Context: an optimization exercise on an open-source flow, tuned for small area, a short achievable clock period and few clock cycles. The choices shown serve that exercise and are no tape-out recipe.
Function was checked by simulation only, so behaviour that the tests miss may differ from the original.

File: design/flow/design.v
package ahb_pkg;
    typedef logic [1:0] trans_t;
    localparam trans_t HTRANS_IDLE   = 2'b00;
    localparam trans_t HTRANS_BUSY   = 2'b01;    
    localparam trans_t HTRANS_NONSEQ = 2'b10;    
    localparam trans_t HTRANS_SEQ    = 2'b11;
    typedef logic [2:0] burst_t;
    localparam burst_t HBURST_SINGLE = 3'b000;
    localparam burst_t HBURST_INCR   = 3'b001;   
    localparam burst_t HBURST_INCR4  = 3'b011;
    localparam burst_t HBURST_INCR8  = 3'b101;
    localparam burst_t HBURST_INCR16 = 3'b111;
    localparam int WORD_STEP = 4;
endpackage
package master_pkg;
    localparam int ADDR_W = 32;
    localparam int DATA_W = 32;
    localparam int FIFO_DEPTH = 16;
    localparam int LEN_W = 4;    
    typedef logic [ADDR_W-1:0] addr_t;
    typedef logic [DATA_W-1:0] data_t;
    typedef logic [LEN_W-1:0]  len_t;
    typedef logic [4:0] level_t;
    typedef enum logic [2:0] {
        ST_IDLE,
        ST_NONSEQ,
        ST_BUSY,
        ST_SEQ,
        ST_DRAIN     
    } ctrl_state_t;
endpackage
`timescale 1ns/1ps
module beat_fifo
#(
    parameter int DEPTH = master_pkg::FIFO_DEPTH
) (
    input  logic   i_clk,
    input  logic   i_reset_n,
    input  logic   i_push,
    input  master_pkg::data_t  i_data,
    input  logic   i_pop,
    output master_pkg::data_t  o_data,
    output logic   o_empty,
    output logic   o_full,
    output master_pkg::level_t o_level
);
    localparam int PTR_W = $clog2(DEPTH);
    master_pkg::data_t            mem [DEPTH];
    logic [PTR_W-1:0] wr_ptr_q;
    logic [PTR_W-1:0] rd_ptr_q;
    master_pkg::level_t           level_q;
    logic             push_en;
    logic             pop_en;
    assign o_empty = (level_q == '0);
    assign o_full  = (level_q == 5'(DEPTH));
    assign o_level = level_q;
    assign o_data  = mem[rd_ptr_q];      
    assign push_en = i_push && !o_full;
    assign pop_en  = i_pop && !o_empty;
    always_ff @(posedge i_clk) begin
        if (push_en) begin
            mem[wr_ptr_q] <= i_data;
        end
    end
    always_ff @(posedge i_clk or negedge i_reset_n) begin
        if (!i_reset_n) begin
            wr_ptr_q <= '0;
            rd_ptr_q <= '0;
            level_q  <= '0;
        end else begin
            if (push_en) begin
                wr_ptr_q <= wr_ptr_q + 1'b1;     
            end
            if (pop_en) begin
                rd_ptr_q <= rd_ptr_q + 1'b1;
            end
            case ({push_en, pop_en})
                2'b10:   level_q <= level_q + 1'b1;
                2'b01:   level_q <= level_q - 1'b1;
                default: level_q <= level_q;     
            endcase
        end
    end
endmodule
`timescale 1ns/1ps
module ahb_txn_ctrl
(
    input  logic   i_clk,
    input  logic   i_reset_n,
    input  logic   i_req_valid,
    input  logic   i_req_read,
    input  master_pkg::addr_t  i_req_addr,
    input  master_pkg::len_t   i_req_len,
    output logic   o_req_ready,
    input  master_pkg::level_t i_wr_level,
    input  master_pkg::level_t i_rd_level,
    output logic   o_wr_pop,
    output logic   o_rd_push,
    input  logic   i_hready,
    output logic   o_hsel,
    output master_pkg::addr_t  o_haddr,
    output ahb_pkg::trans_t o_htrans,
    output ahb_pkg::burst_t o_hburst,
    output logic   o_hwrite
);
    master_pkg::ctrl_state_t state_q;
    master_pkg::ctrl_state_t state_d;
    logic   req_loaded_q;    
    logic   req_read_q;
    master_pkg::len_t   req_len_q;
    ahb_pkg::burst_t req_burst_q;
    master_pkg::len_t   beat_cnt_q;
    master_pkg::addr_t  haddr_q;
    ahb_pkg::trans_t htrans_q;
    logic   hsel_q;
    logic   dphase_valid_q;
    logic   dphase_read_q;
    logic   req_take;
    logic   start;
    logic   beat_done;
    logic   last_beat;
    logic   wr_claim;
    logic   rd_claim;
    master_pkg::level_t wr_avail;
    master_pkg::level_t rd_free;
    logic   room_one;
    logic   room_two;
    assign o_req_ready = (state_q == master_pkg::ST_IDLE) && !req_loaded_q;
    assign req_take    = i_req_valid && o_req_ready;
    assign start       = (state_q == master_pkg::ST_IDLE) && (state_d == master_pkg::ST_NONSEQ);
    assign beat_done   = i_hready && (state_q == master_pkg::ST_NONSEQ || state_q == master_pkg::ST_SEQ);
    assign last_beat   = (beat_cnt_q == req_len_q);
    assign wr_claim = dphase_valid_q && !dphase_read_q;
    assign rd_claim = dphase_valid_q && dphase_read_q;
    assign wr_avail = i_wr_level - 5'(wr_claim);
    assign rd_free  = 5'(master_pkg::FIFO_DEPTH) - i_rd_level - 5'(rd_claim);
    assign room_one = req_read_q ? (rd_free != '0) : (wr_avail != '0);
    assign room_two = req_read_q ? (rd_free >= 2) : (wr_avail >= 2);     
    always_comb begin
        state_d = state_q;
        case (state_q)
            master_pkg::ST_IDLE: begin
                if (req_loaded_q && room_one) begin
                    state_d = master_pkg::ST_NONSEQ;
                end
            end
            master_pkg::ST_NONSEQ, master_pkg::ST_SEQ: begin
                if (i_hready) begin
                    if (last_beat) begin
                        state_d = (req_read_q && req_len_q != '0) ? master_pkg::ST_DRAIN : master_pkg::ST_IDLE;
                    end else if (room_two) begin
                        state_d = master_pkg::ST_SEQ;
                    end else begin
                        state_d = master_pkg::ST_BUSY;
                    end
                end
            end
            master_pkg::ST_BUSY: begin
                if (i_hready && room_one) begin
                    state_d = master_pkg::ST_SEQ;
                end
            end
            master_pkg::ST_DRAIN: begin
                if (i_hready) begin
                    state_d = master_pkg::ST_IDLE;
                end
            end
            default: state_d = master_pkg::ST_IDLE;
        endcase
    end
    always_ff @(posedge i_clk or negedge i_reset_n) begin
        if (!i_reset_n) begin
            state_q      <= master_pkg::ST_IDLE;
            req_loaded_q <= 1'b0;
        end else begin
            state_q <= state_d;
            if (req_take) begin
                req_loaded_q <= 1'b1;
            end else if (start) begin
                req_loaded_q <= 1'b0;
            end
        end
    end
    always_ff @(posedge i_clk or negedge i_reset_n) begin
        if (!i_reset_n) begin
            req_read_q  <= 1'b0;
            req_len_q   <= '0;
            req_burst_q <= ahb_pkg::HBURST_SINGLE;
            beat_cnt_q  <= '0;
            haddr_q     <= '0;
        end else if (req_take) begin
            req_read_q <= i_req_read;
            req_len_q  <= i_req_len;
            beat_cnt_q <= '0;
            haddr_q    <= i_req_addr;
            case (i_req_len)
                4'd0:  req_burst_q <= ahb_pkg::HBURST_SINGLE;
                4'd3:  req_burst_q <= ahb_pkg::HBURST_INCR4;
                4'd7:  req_burst_q <= ahb_pkg::HBURST_INCR8;
                4'd15: req_burst_q <= ahb_pkg::HBURST_INCR16;
                default:    req_burst_q <= ahb_pkg::HBURST_INCR;
            endcase
        end else if (beat_done) begin
            beat_cnt_q <= beat_cnt_q + 1'b1;
            haddr_q    <= haddr_q + 32'(ahb_pkg::WORD_STEP);     
        end
    end
    always_ff @(posedge i_clk or negedge i_reset_n) begin
        if (!i_reset_n) begin
            htrans_q <= ahb_pkg::HTRANS_IDLE;
            hsel_q   <= 1'b0;
        end else begin
            hsel_q <= (state_d == master_pkg::ST_NONSEQ) || (state_d == master_pkg::ST_BUSY) || (state_d == master_pkg::ST_SEQ);
            case (state_d)
                master_pkg::ST_NONSEQ: htrans_q <= ahb_pkg::HTRANS_NONSEQ;
                master_pkg::ST_BUSY:   htrans_q <= ahb_pkg::HTRANS_BUSY;
                master_pkg::ST_SEQ:    htrans_q <= ahb_pkg::HTRANS_SEQ;
                default:   htrans_q <= ahb_pkg::HTRANS_IDLE;
            endcase
        end
    end
    always_ff @(posedge i_clk or negedge i_reset_n) begin
        if (!i_reset_n) begin
            dphase_valid_q <= 1'b0;
            dphase_read_q  <= 1'b0;
        end else if (i_hready) begin
            dphase_valid_q <= beat_done;
            dphase_read_q  <= req_read_q;
        end
    end
    assign o_wr_pop  = i_hready && wr_claim;
    assign o_rd_push = i_hready && rd_claim;
    assign o_hsel   = hsel_q;
    assign o_haddr  = haddr_q;
    assign o_htrans = htrans_q;
    assign o_hburst = req_burst_q;
    assign o_hwrite = !req_read_q;
endmodule
`timescale 1ns/1ps
module ahb_master
(
    input  logic   i_clk,
    input  logic   i_reset_n,
    input  logic   i_req_valid,
    input  logic   i_req_read,
    input  master_pkg::addr_t  i_req_addr,
    input  master_pkg::len_t   i_req_len,
    output logic   o_req_ready,
    input  logic   i_wdata_valid,
    input  master_pkg::data_t  i_wdata,
    output logic   o_wdata_ready,
    output logic   o_rdata_valid,
    output master_pkg::data_t  o_rdata,
    input  logic   i_rdata_ready,
    output logic   o_hsel,
    output master_pkg::addr_t  o_haddr,
    output ahb_pkg::trans_t o_htrans,
    output ahb_pkg::burst_t o_hburst,
    output logic   o_hwrite,
    output master_pkg::data_t  o_hwdata,
    input  master_pkg::data_t  i_hrdata,
    input  logic   i_hready
);
    master_pkg::level_t wr_level;
    master_pkg::level_t rd_level;
    logic   wr_full;
    logic   rd_empty;
    logic   wr_pop;
    logic   rd_push;
    assign o_wdata_ready = !wr_full;
    assign o_rdata_valid = !rd_empty;
    beat_fifo #(
        .DEPTH (master_pkg::FIFO_DEPTH)
    ) u_wr_fifo (
        .i_clk     (i_clk),
        .i_reset_n (i_reset_n),
        .i_push    (i_wdata_valid && o_wdata_ready),
        .i_data    (i_wdata),
        .i_pop     (wr_pop),
        .o_data    (o_hwdata),
        .o_empty   (),
        .o_full    (wr_full),
        .o_level   (wr_level)
    );
    beat_fifo #(
        .DEPTH (master_pkg::FIFO_DEPTH)
    ) u_rd_fifo (
        .i_clk     (i_clk),
        .i_reset_n (i_reset_n),
        .i_push    (rd_push),
        .i_data    (i_hrdata),
        .i_pop     (o_rdata_valid && i_rdata_ready),
        .o_data    (o_rdata),
        .o_empty   (rd_empty),
        .o_full    (),
        .o_level   (rd_level)
    );
    ahb_txn_ctrl u_ctrl (
        .i_clk       (i_clk),
        .i_reset_n   (i_reset_n),
        .i_req_valid (i_req_valid),
        .i_req_read  (i_req_read),
        .i_req_addr  (i_req_addr),
        .i_req_len   (i_req_len),
        .o_req_ready (o_req_ready),
        .i_wr_level  (wr_level),
        .i_rd_level  (rd_level),
        .o_wr_pop    (wr_pop),
        .o_rd_push   (rd_push),
        .i_hready    (i_hready),
        .o_hsel      (o_hsel),
        .o_haddr     (o_haddr),
        .o_htrans    (o_htrans),
        .o_hburst    (o_hburst),
        .o_hwrite    (o_hwrite)
    );
endmodule
File: design/flow/run.sh
#!/bin/bash
# synth_recipe.tcl (not shown) runs the flow's synth.tcl, then flattens the netlist and writes it again
# the make line also repeats each setting of config.mk as NAME=value (left out here)
make -C /OpenROAD-flow-scripts/flow DESIGN_CONFIG=/design/flow/config.mk WORK_HOME=/design/flow/orfs CLKGATE_MAP_FILE= SYNTH_SCRIPT=/design/flow/synth_recipe.tcl finish
File: design/flow/config.mk
export PLATFORM = sky130hd
export DESIGN_NAME = ahb_master
export DESIGN_NICKNAME = ahb_master
export VERILOG_FILES = /design/flow/design.v
export SDC_FILE = /design/flow/constraint.sdc
export NUM_CORES = 4
export LEC_CHECK = 0
export CAP_MARGIN = 20
export CORE_MARGIN = 2
export CORE_UTILIZATION = 40
export SLEW_MARGIN = 20
File: design/flow/constraint.sdc
create_clock -name core_clock -period 4.5 [get_ports {i_clk}]
set_input_delay 0.9000 -clock core_clock [delete_from_list [all_inputs] [get_ports {i_clk}]]
set_output_delay 0.9000 -clock core_clock [all_outputs]
set_load 0.01 [all_outputs]
==> impl_metrics.py <==
metrics = {
    "floorplanning": {
        "io_pins": 213,
        "die_w_um": 332,
        "rows": 120,
        "die_area_sq_um": 110000,
        "die_y_um": 332,
        "start_util_pct": 40.3,
        "core_area_sq_um": 107000,
    },
    "worst_setup_path": {
        "cp-end-kind": "primary output",
        "crit_arrival_ps": 3340,
        "r2r_setup_slack_ps": 1270,
        "critPathLaunchType": "flip-flop",
        "required_ps": 3600,
        "critPathMaxFanout": 42,
        "r2r-start": "u_wr_fifo.level_q[2]",
        "r2r-end": "u_wr_fifo.level_q[4]",
        "reg2regPathDepth": 12,
        "critPathKind": "flip-flop to primary output",
    },
    "status": {
        "outcome": "timing/DRC/antenna clean",
    },
    "power_and_ir_drop": {
        "power.density_nw_per_um2": 623,
        "max-vdd-ir-drop_v": 0.000464,
        "leakage_uw": 0.0163,
        "finalPower_uw": 31700,
    },
    "clocking": {
        "h-tree-depth": 3,
        "clk_latency_ps": 700,
        "cts_resized": 0,
        "cts-root-buf": "clkbuf_16",
        "cts_buffers": 112,
        "post_cts_buffers": 0,
        "clkSinkCount": 1103,
        "clk_pin_slew_ps": 60,
        "cts_hold_buf": 0,
        "clockBufferDepth": 3,
        "cts_tree": "done",
    },
    "synthesis": {
        "yosysUniqueCellTypes": 44,
        "synth_edf_count": 1024,
        "synth_top_area_cell": "edfxtp_1",
        "yosys-top-cells-area": "edfxtp_1, mux4_2, dfrtp_1, ha_1, nand2_1",
        "syn_area_per_cell_sq_um": 22.5,
        "synth_top_area_share_pct": 71.6,
        "syn_area_sq_um": 43000,
        "postSynthCellCount": 1914,
        "synth_common_cells": "edfxtp_1, mux4_2, nand2_1",
        "synth_most_common_cell": "edfxtp_1",
        "synth_ff_type": "edfxtp_1",
        "synth_seq_cells": 1103,
        "synth_warnings": 2,
        "async_flop_share_pct": 7.16,
        "syn-num-nets": 2051,
        "yosysSeqAreaShare_pct": 76.2,
    },
    "timing": {
        "hold_viol_final": 0,
        "worst_slew_pin_slew_ps": 961,
        "slew_headroom_pct": 35.4,
        "slew_violations": 0,
        "period_needed_ps": 4240,
        "fin_tns_setup_ps": 0,
        "finalCritPeriodShare_pct": 94.2,
        "grt_setup_unrepaired": "no",
        "clock.fmax_ghz": 0.236,
        "setup_viol": 0,
        "skew_ps": 38.6,
    },
    "global_route": {
        "grt_pass1_vias": 21400,
        "grt_max_degree": 62,
        "grt_pass1_wl_um": 141000,
        "antenna_found_initial": 7,
        "grt-ovfl-total": 0,
        "gr-usage-all-layers_pct": 17.4,
    },
    "detailed_routing": {
        "via_per_inst": 5.41,
        "drc_errors": 0,
        "wl_um": 95900,
        "ant_nets": 0,
        "drtIter0Drc": 1715,
        "dr.pass1.iters": 5,
        "post_drt_wl_per_cell_um": 25.9,
        "vias": 20100,
    },
    "finish": {
        "n_fill_cell": 8659,
        "final_nets": 2346,
        "multi_input_area_sq_um": 9750,
        "regArea_sq_um": 32700,
        "areaGrowthSynthToFinish_pct": 18.5,
        "drive_gt1_share_pct": 26.0,
    },
    "placed_design": {
        "gp_congestion": 0.743,
        "io_buffers": 212,
        "dp_hpwl_um": 52600,
    },
    "job": {
        "cap_violations": 0,
    },
    "hold_path": {
        "hp-class": "input pin to asynchronous set/reset pin",
    },
}
placed cells by master, fill, tap and decap left out, types with 10 or more instances in the layout:
cell type           n
xor2_1             34
clkinv_1           25
clkdlybuf4s50_1   211
o21ai_0            26
nand3_1            18
and3_1             10
clkinv_2           23
mux4_2            320
o21ai_1            16
clkbuf_16         114
dfrtp_1            71
clkbuf_1           19
nand2_1            86
bufinv_16          13
nand4_1            17
nor2_1             14
buf_12             21
inv_1              21
and2_2             16
xnor2_1            28
ha_1               28
edfxtp_1         1024
nor2_4             12
buf_4              45
routing by layer:
layer  track usage [%]  part of all wire [%]
met4              4.62                   2.1
met1              23.0                    41
met5                 0                 0.039
met2              29.4                    51
met3              3.67                   5.8
metrics by stage:
stage          cell area, sq um  instances  hold slack, ps  worst slack, ps  utilization, %
2_1_floorplan             43000       1914             479              391               -
3_3_place_gp              47200       3498             460              945            44.2
3_5_place_dp              47200       3498             466              922            44.2
4_1_cts                   50900       3706             235              146            47.7
5_1_grt                   50900       3706             279             69.6            47.7
6_report                  50900       3707             249              263            47.7
state kept, by name, indices dropped and copies added (netlist names), 4 cells and up:
name and cells:
u_rd_fifo.rd_ptr_q 4, u_wr_fifo.rd_ptr_q 4, u_rd_fifo.level_q 5, u_ctrl.haddr_q 32, u_wr_fifo.wr_ptr_q 4, u_rd_fifo.wr_ptr_q 4, u_wr_fifo.level_q 5, u_ctrl.beat_cnt_q 4
u_ctrl.req_len_q 4, u_wr_fifo.mem 512, u_rd_fifo.mem 512
report_power, final:
group	total, uW	switching [uW]	internal (uW)
Clock	9330	3830	5500
Sequential	12900	697	12200
Combinational	9510	4440	5070
Total	31700	8970	22800
worst max-delay path by stage:
stage,startpoint,to,slack (ps),cells past startpoint
2_1_floorplan,i_wdata_valid,u_wr_fifo.mem[3][0],390,4
3_5_place_dp,u_wr_fifo.rd_ptr_q[0],o_hwdata[15],920,4
3_3_place_gp,u_wr_fifo.rd_ptr_q[0],o_hwdata[15],940,4
5_1_grt,u_wr_fifo.rd_ptr_q[0],o_hwdata[14],70,4
4_1_cts,u_wr_fifo.rd_ptr_q[0],o_hwdata[3],150,4
6_report,u_wr_fifo.rd_ptr_q[0],o_hwdata[28],260,4
final cells by class:
| class | instances | area share, % |
|---|---|---|
| Multi-Input combinational cell | 694 | 19.1 |
| Clock inverter | 67 | 1.38 |
| Antenna cell | 1 | 0.00491 |
| Timing Repair Buffer | 277 | 5.63 |
| Tap cell | 1403 | 3.45 |
| Inverter | 21 | 0.155 |
| Sequential cell | 1103 | 64.3 |
| Clock buffer | 141 | 5.96 |
worst max-delay path: stages, from the launching register on:
cell             delay (ps)
dfrtp_4                 660
buf_12                  360
mux4_2                  570
mux4_2                  480
clkdlybuf4s50_1         520
logic make-up (layout without fill, tap and decap cells):
logic type                 count (synthesis)  in the layout  synth area share, %
DFF                                     1103           1103                 76.2
muxes                                    325            325                 16.9
and+or+nand+nor                          216            216                 2.52
buffers and inverters                    117            506                 1.46
xor gates and xnor gates                  62             62                 1.26
AOI/OAI and AO/OA                         61             61                0.792
adders and majority gates                 30             30                0.908
other                                      0              1                    0
Testbench counts, summed over its fixed seeds: cycles 16,230.

re-timing with driven ports:
In the flow no input, the clock included, has a driving cell. The finished layout below was timed again as built, in two steps. Step 1 (the two cells are an assumption about what drives the block):
set clk [get_ports {i_clk}]
set_driving_cell -lib_cell sky130_fd_sc_hd__clkbuf_16 $clk
set_driving_cell -lib_cell sky130_fd_sc_hd__buf_2 [delete_from_list [all_inputs] $clk]
Step 2, shift: input delay + t, output delay - t, t = (earliest + latest rising clock arrival at the registers) / 2. This alone moves slack from input paths to output paths. Slacks: ideal / step 1 / step 2; pairs: ideal / step 1.
t, ns: 0.744
setup WS [ns]: 0.263 / 0.196 / 0.920
worst setup path at the end: input to register
After both steps this run still meets setup and hold. The setup slack of this run moves by -0.067 ns with the drivers and by +0.657 ns with both steps.
